This design comes from an exercise in tuning for a short achievable clock period and few clock cycles per item on the open sky130 flow, not from production work.
Function was checked by simulation only, so behaviour that the tests miss may differ from the original.

==> flow/design.v <==
`default_nettype none
package mexp_pkg;
  localparam int FIELD_BITS = 64;
  localparam int WORD_BITS = 64;
  localparam int CNT_BITS = $clog2(WORD_BITS);
  localparam int CFG_INDEX_BITS = 8;
  typedef logic [FIELD_BITS-1:0] field_t;
  typedef logic [WORD_BITS-1:0] word_t;
  typedef logic [CNT_BITS-1:0] cnt_t;
  typedef logic [CFG_INDEX_BITS-1:0] cfg_index_t;
  localparam cfg_index_t REG_MODULUS = cfg_index_t'(0);
  localparam cfg_index_t REG_POWER = cfg_index_t'(1);
  typedef enum logic [2:0] {
    ST_IDLE,
    ST_REDUCE,
    ST_SCAN,
    ST_MUL_ACC,
    ST_MUL_SQ,
    ST_FINISH
  } state_t;
endpackage
`default_nettype wire
`default_nettype none
module mexp_mulmod (
  input  logic              clk,
  input  logic              rst,
  input  logic              start,
  input  mexp_pkg::word_t   x,
  input  mexp_pkg::word_t   y,
  input  mexp_pkg::word_t   m,
  output logic              done,
  output mexp_pkg::word_t   product
);
  logic  busy;
  mexp_pkg::word_t acc;
  mexp_pkg::word_t addend;
  mexp_pkg::word_t mult;
  function automatic mexp_pkg::word_t add_mod(input mexp_pkg::word_t a, input mexp_pkg::word_t b,
                                               input mexp_pkg::word_t md);
    logic [mexp_pkg::WORD_BITS:0] sum;
    logic [mexp_pkg::WORD_BITS:0] diff;
    sum = {1'b0, a} + {1'b0, b};
    diff = sum - {1'b0, md};
    if (sum >= {1'b0, md}) begin
      add_mod = diff[mexp_pkg::WORD_BITS-1:0];
    end else begin
      add_mod = sum[mexp_pkg::WORD_BITS-1:0];
    end
  endfunction
  assign done = busy && (mult == '0);
  assign product = acc;
  always_ff @(posedge clk) begin
    if (rst) begin
      busy <= 1'b0;
    end else if (start) begin
      busy <= 1'b1;
    end else if (done) begin
      busy <= 1'b0;
    end
  end
  mexp_pkg::word_t addend2;
  mexp_pkg::word_t acc1;
  assign addend2 = add_mod(addend, addend, m);
  assign acc1 = mult[0] ? add_mod(acc, addend, m) : acc;
  always_ff @(posedge clk) begin
    if (start) begin
      acc <= '0;
      addend <= x;
      mult <= y;
    end else if (busy && (mult != '0)) begin
      acc <= mult[1] ? add_mod(acc1, addend2, m) : acc1;
      addend <= add_mod(addend2, addend2, m);
      mult <= mult >> 2;
    end
  end
endmodule
`default_nettype wire
`default_nettype none
module modular_exponentiation (
  input  logic                  clk,
  input  logic                  rst,
  input  logic                  cfg_valid,
  output logic                  cfg_ready,
  input  mexp_pkg::cfg_index_t  cfg_index,
  input  mexp_pkg::field_t      cfg_data,
  input  logic                  operand_valid,
  output logic                  operand_ready,
  input  mexp_pkg::field_t      operand_base_value,
  output logic                  result_valid,
  input  logic                  result_ready,
  output mexp_pkg::field_t      result_residue
);
  localparam int NENG = 4;
  mexp_pkg::field_t modulus;
  mexp_pkg::field_t power;
  assign cfg_ready = 1'b1;
  always_ff @(posedge clk) begin
    if (rst) begin
      modulus <= mexp_pkg::field_t'(1);
      power <= '0;
    end else if (cfg_valid && cfg_ready) begin
      if (cfg_index == mexp_pkg::REG_MODULUS) begin
        modulus <= cfg_data;
      end else if (cfg_index == mexp_pkg::REG_POWER) begin
        power <= cfg_data;
      end
    end
  end
  logic [1:0]       in_ptr;
  logic [1:0]       out_ptr;
  logic [NENG-1:0]  e_idle;
  logic [NENG-1:0]  e_done;
  logic [NENG-1:0]  e_start;
  logic [NENG-1:0]  e_ack;
  mexp_pkg::word_t  e_res [0:NENG-1];
  logic             take;
  logic             out_load;
  logic             res_valid;
  mexp_pkg::field_t res_data;
  assign operand_ready = e_idle[in_ptr];
  assign take = operand_valid && operand_ready;
  assign out_load = e_done[out_ptr] && (!res_valid || result_ready);
  for (genvar i = 0; i < NENG; i++) begin : g_eng
    assign e_start[i] = take && (in_ptr == 2'(i));
    assign e_ack[i] = out_load && (out_ptr == 2'(i));
    mexp_engine u_eng (
      .clk     (clk),
      .rst     (rst),
      .start   (e_start[i]),
      .base    (operand_base_value[mexp_pkg::WORD_BITS-1:0]),
      .modulus (modulus[mexp_pkg::WORD_BITS-1:0]),
      .power   (power[mexp_pkg::WORD_BITS-1:0]),
      .idle    (e_idle[i]),
      .done    (e_done[i]),
      .ack     (e_ack[i]),
      .result  (e_res[i])
    );
  end
  always_ff @(posedge clk) begin
    if (rst) begin
      in_ptr <= '0;
      out_ptr <= '0;
      res_valid <= 1'b0;
    end else begin
      if (take) begin
        in_ptr <= in_ptr + 2'd1;
      end
      if (out_load) begin
        out_ptr <= out_ptr + 2'd1;
        res_valid <= 1'b1;
      end else if (result_ready) begin
        res_valid <= 1'b0;
      end
    end
  end
  always_ff @(posedge clk) begin
    if (out_load) begin
      res_data <= mexp_pkg::field_t'(e_res[out_ptr]);
    end
  end
  assign result_valid = res_valid;
  assign result_residue = res_data;
endmodule
module mexp_engine (
  input  logic            clk,
  input  logic            rst,
  input  logic            start,
  input  mexp_pkg::word_t base,
  input  mexp_pkg::word_t modulus,
  input  mexp_pkg::word_t power,
  output logic            idle,
  output logic            done,
  input  logic            ack,
  output mexp_pkg::word_t result
);
  mexp_pkg::state_t state;
  mexp_pkg::state_t state_next;
  mexp_pkg::word_t m_op;
  mexp_pkg::word_t e_op;
  mexp_pkg::word_t bshift;
  mexp_pkg::word_t rem;
  mexp_pkg::word_t acc;
  mexp_pkg::word_t sq;
  mexp_pkg::cnt_t  cnt;
  logic  mul_start;
  mexp_pkg::word_t mul_x;
  mexp_pkg::word_t mul_y;
  logic  mul_done;
  mexp_pkg::word_t mul_product;
  logic               mod_small;
  logic [mexp_pkg::WORD_BITS:0] rem_shift;
  logic [mexp_pkg::WORD_BITS:0] rem_diff;
  mexp_pkg::word_t              rem_next;
  assign mod_small = (modulus[mexp_pkg::WORD_BITS-1:1] == '0);
  assign idle = (state == mexp_pkg::ST_IDLE);
  assign done = (state == mexp_pkg::ST_FINISH);
  assign result = acc;
  assign rem_shift = {rem, bshift[mexp_pkg::WORD_BITS-1]};
  assign rem_diff = rem_shift - {1'b0, m_op};
  assign rem_next = (rem_shift >= {1'b0, m_op}) ? rem_diff[mexp_pkg::WORD_BITS-1:0]
                                                : rem_shift[mexp_pkg::WORD_BITS-1:0];
  always_comb begin
    state_next = state;
    unique case (state)
      mexp_pkg::ST_IDLE: begin
        if (start) begin
          state_next = mod_small ? mexp_pkg::ST_FINISH : mexp_pkg::ST_REDUCE;
        end
      end
      mexp_pkg::ST_REDUCE: begin
        if (cnt == '0) begin
          state_next = mexp_pkg::ST_SCAN;
        end
      end
      mexp_pkg::ST_SCAN: begin
        if (e_op == '0) begin
          state_next = mexp_pkg::ST_FINISH;
        end else if (e_op[0]) begin
          state_next = mexp_pkg::ST_MUL_ACC;
        end else begin
          state_next = mexp_pkg::ST_MUL_SQ;
        end
      end
      mexp_pkg::ST_MUL_ACC: begin
        if (mul_done) begin
          state_next = mexp_pkg::ST_MUL_SQ;
        end
      end
      mexp_pkg::ST_MUL_SQ: begin
        if (mul_done) begin
          state_next = mexp_pkg::ST_SCAN;
        end
      end
      mexp_pkg::ST_FINISH: begin
        if (ack) begin
          state_next = mexp_pkg::ST_IDLE;
        end
      end
      default: state_next = mexp_pkg::ST_IDLE;
    endcase
  end
  always_comb begin
    mul_start = 1'b0;
    mul_x = sq;
    mul_y = sq;
    unique case (state)
      mexp_pkg::ST_SCAN: begin
        if (e_op != '0) begin
          mul_start = 1'b1;
          if (e_op[0]) begin
            mul_x = acc;
          end
        end
      end
      mexp_pkg::ST_MUL_ACC: mul_start = mul_done;
      mexp_pkg::ST_IDLE, mexp_pkg::ST_REDUCE, mexp_pkg::ST_MUL_SQ, mexp_pkg::ST_FINISH: begin
      end
      default: begin
      end
    endcase
  end
  always_ff @(posedge clk) begin
    if (rst) begin
      state <= mexp_pkg::ST_IDLE;
    end else begin
      state <= state_next;
    end
  end
  always_ff @(posedge clk) begin
    unique case (state)
      mexp_pkg::ST_IDLE: begin
        if (start) begin
          m_op <= modulus;
          e_op <= power;
          bshift <= base;
          rem <= '0;
          cnt <= mexp_pkg::cnt_t'(mexp_pkg::WORD_BITS - 1);
          acc <= '0;
        end
      end
      mexp_pkg::ST_REDUCE: begin
        rem <= rem_next;
        bshift <= bshift << 1;
        cnt <= cnt - mexp_pkg::cnt_t'(1);
        if (cnt == '0) begin
          sq <= rem_next;
          acc <= mexp_pkg::word_t'(1);
        end
      end
      mexp_pkg::ST_MUL_ACC: begin
        if (mul_done) begin
          acc <= mul_product;
        end
      end
      mexp_pkg::ST_MUL_SQ: begin
        if (mul_done) begin
          sq <= mul_product;
          e_op <= e_op >> 1;
        end
      end
      mexp_pkg::ST_SCAN, mexp_pkg::ST_FINISH: begin
      end
      default: begin
      end
    endcase
  end
  mexp_mulmod u_mulmod (
    .clk     (clk),
    .rst     (rst),
    .start   (mul_start),
    .x       (mul_x),
    .y       (mul_y),
    .m       (m_op),
    .done    (mul_done),
    .product (mul_product)
  );
endmodule
`default_nettype wire
export LEC_CHECK = 0
export ABC_CLOCK_PERIOD_IN_PS = 3500
export CAP_MARGIN = 20
export CORE_MARGIN = 2
export CORE_UTILIZATION = 40
export SETUP_SLACK_MARGIN = 3.5
export SLEW_MARGIN = 20
export TNS_END_PERCENT = 10
create_clock -name core_clock -period 8.0 [get_ports {clk}]
run.sh (not shown) runs the stock make flow with config.mk's settings and CLKGATE_MAP_FILE= SYNTH_SCRIPT=/design/flow/synth_recipe.tcl, a recipe that flattens the netlist after the stock synthesis.
The starting point produced a layout that fails on negative setup slack.
Testbench counts at the start, summed over its fixed seeds: cycles 104,967, items 128.
Edit:
--- a/flow/design.v
+++ b/flow/design.v
@@ -59,8 +59,4 @@
     end
   end
-  mexp_pkg::word_t addend2;
-  mexp_pkg::word_t acc1;
-  assign addend2 = add_mod(addend, addend, m);
-  assign acc1 = mult[0] ? add_mod(acc, addend, m) : acc;
   always_ff @(posedge clk) begin
     if (start) begin
@@ -69,7 +65,9 @@
       mult <= y;
     end else if (busy && (mult != '0)) begin
-      acc <= mult[1] ? add_mod(acc1, addend2, m) : acc1;
-      addend <= add_mod(addend2, addend2, m);
-      mult <= mult >> 2;
+      if (mult[0]) begin
+        acc <= add_mod(acc, addend, m);
+      end
+      addend <= add_mod(addend, addend, m);
+      mult <= mult >> 1;
     end
   end
Outcome: The new run produced a clean layout; die area goes down by 24%; clock skew goes down by 0.027 ns; global-route usage goes down by 10 points; non-clock buffer count goes down by 7711; worst hold slack gets worse by 0.025 ns.
Testbench counts after the change, summed over its fixed seeds: cycles 201,022, items 128.

==> afterwards: timing with drivers on the ports <==
The flow's constraints put no driver on any port. The routed layouts listed below were extracted and timed again, unchanged, in two steps.
Step 1 (the two cells are an assumption about what drives the block):
set clk [get_ports {clk}]
set_driving_cell -lib_cell sky130_fd_sc_hd__clkbuf_16 $clk
set_driving_cell -lib_cell sky130_fd_sc_hd__buf_2 [delete_from_list [all_inputs] $clk]
Step 2 adds t to the input delays and takes it off the output delays; t is the mean of the earliest and latest rising clock arrival at the registers after step 1. Input paths then give back, and output paths get back, about the clock's delay inside the block.
a / b / c = no drivers / after step 1 / after step 2; a / b = the first two.
run | t (ns) | setup WS [ns] | cell pins on the clock port's net
the first run | 1.179 | -4.349 / -4.349 / -4.349 | 1
the second run | 1.071 | 1.300 / 1.300 / 1.300 | 1
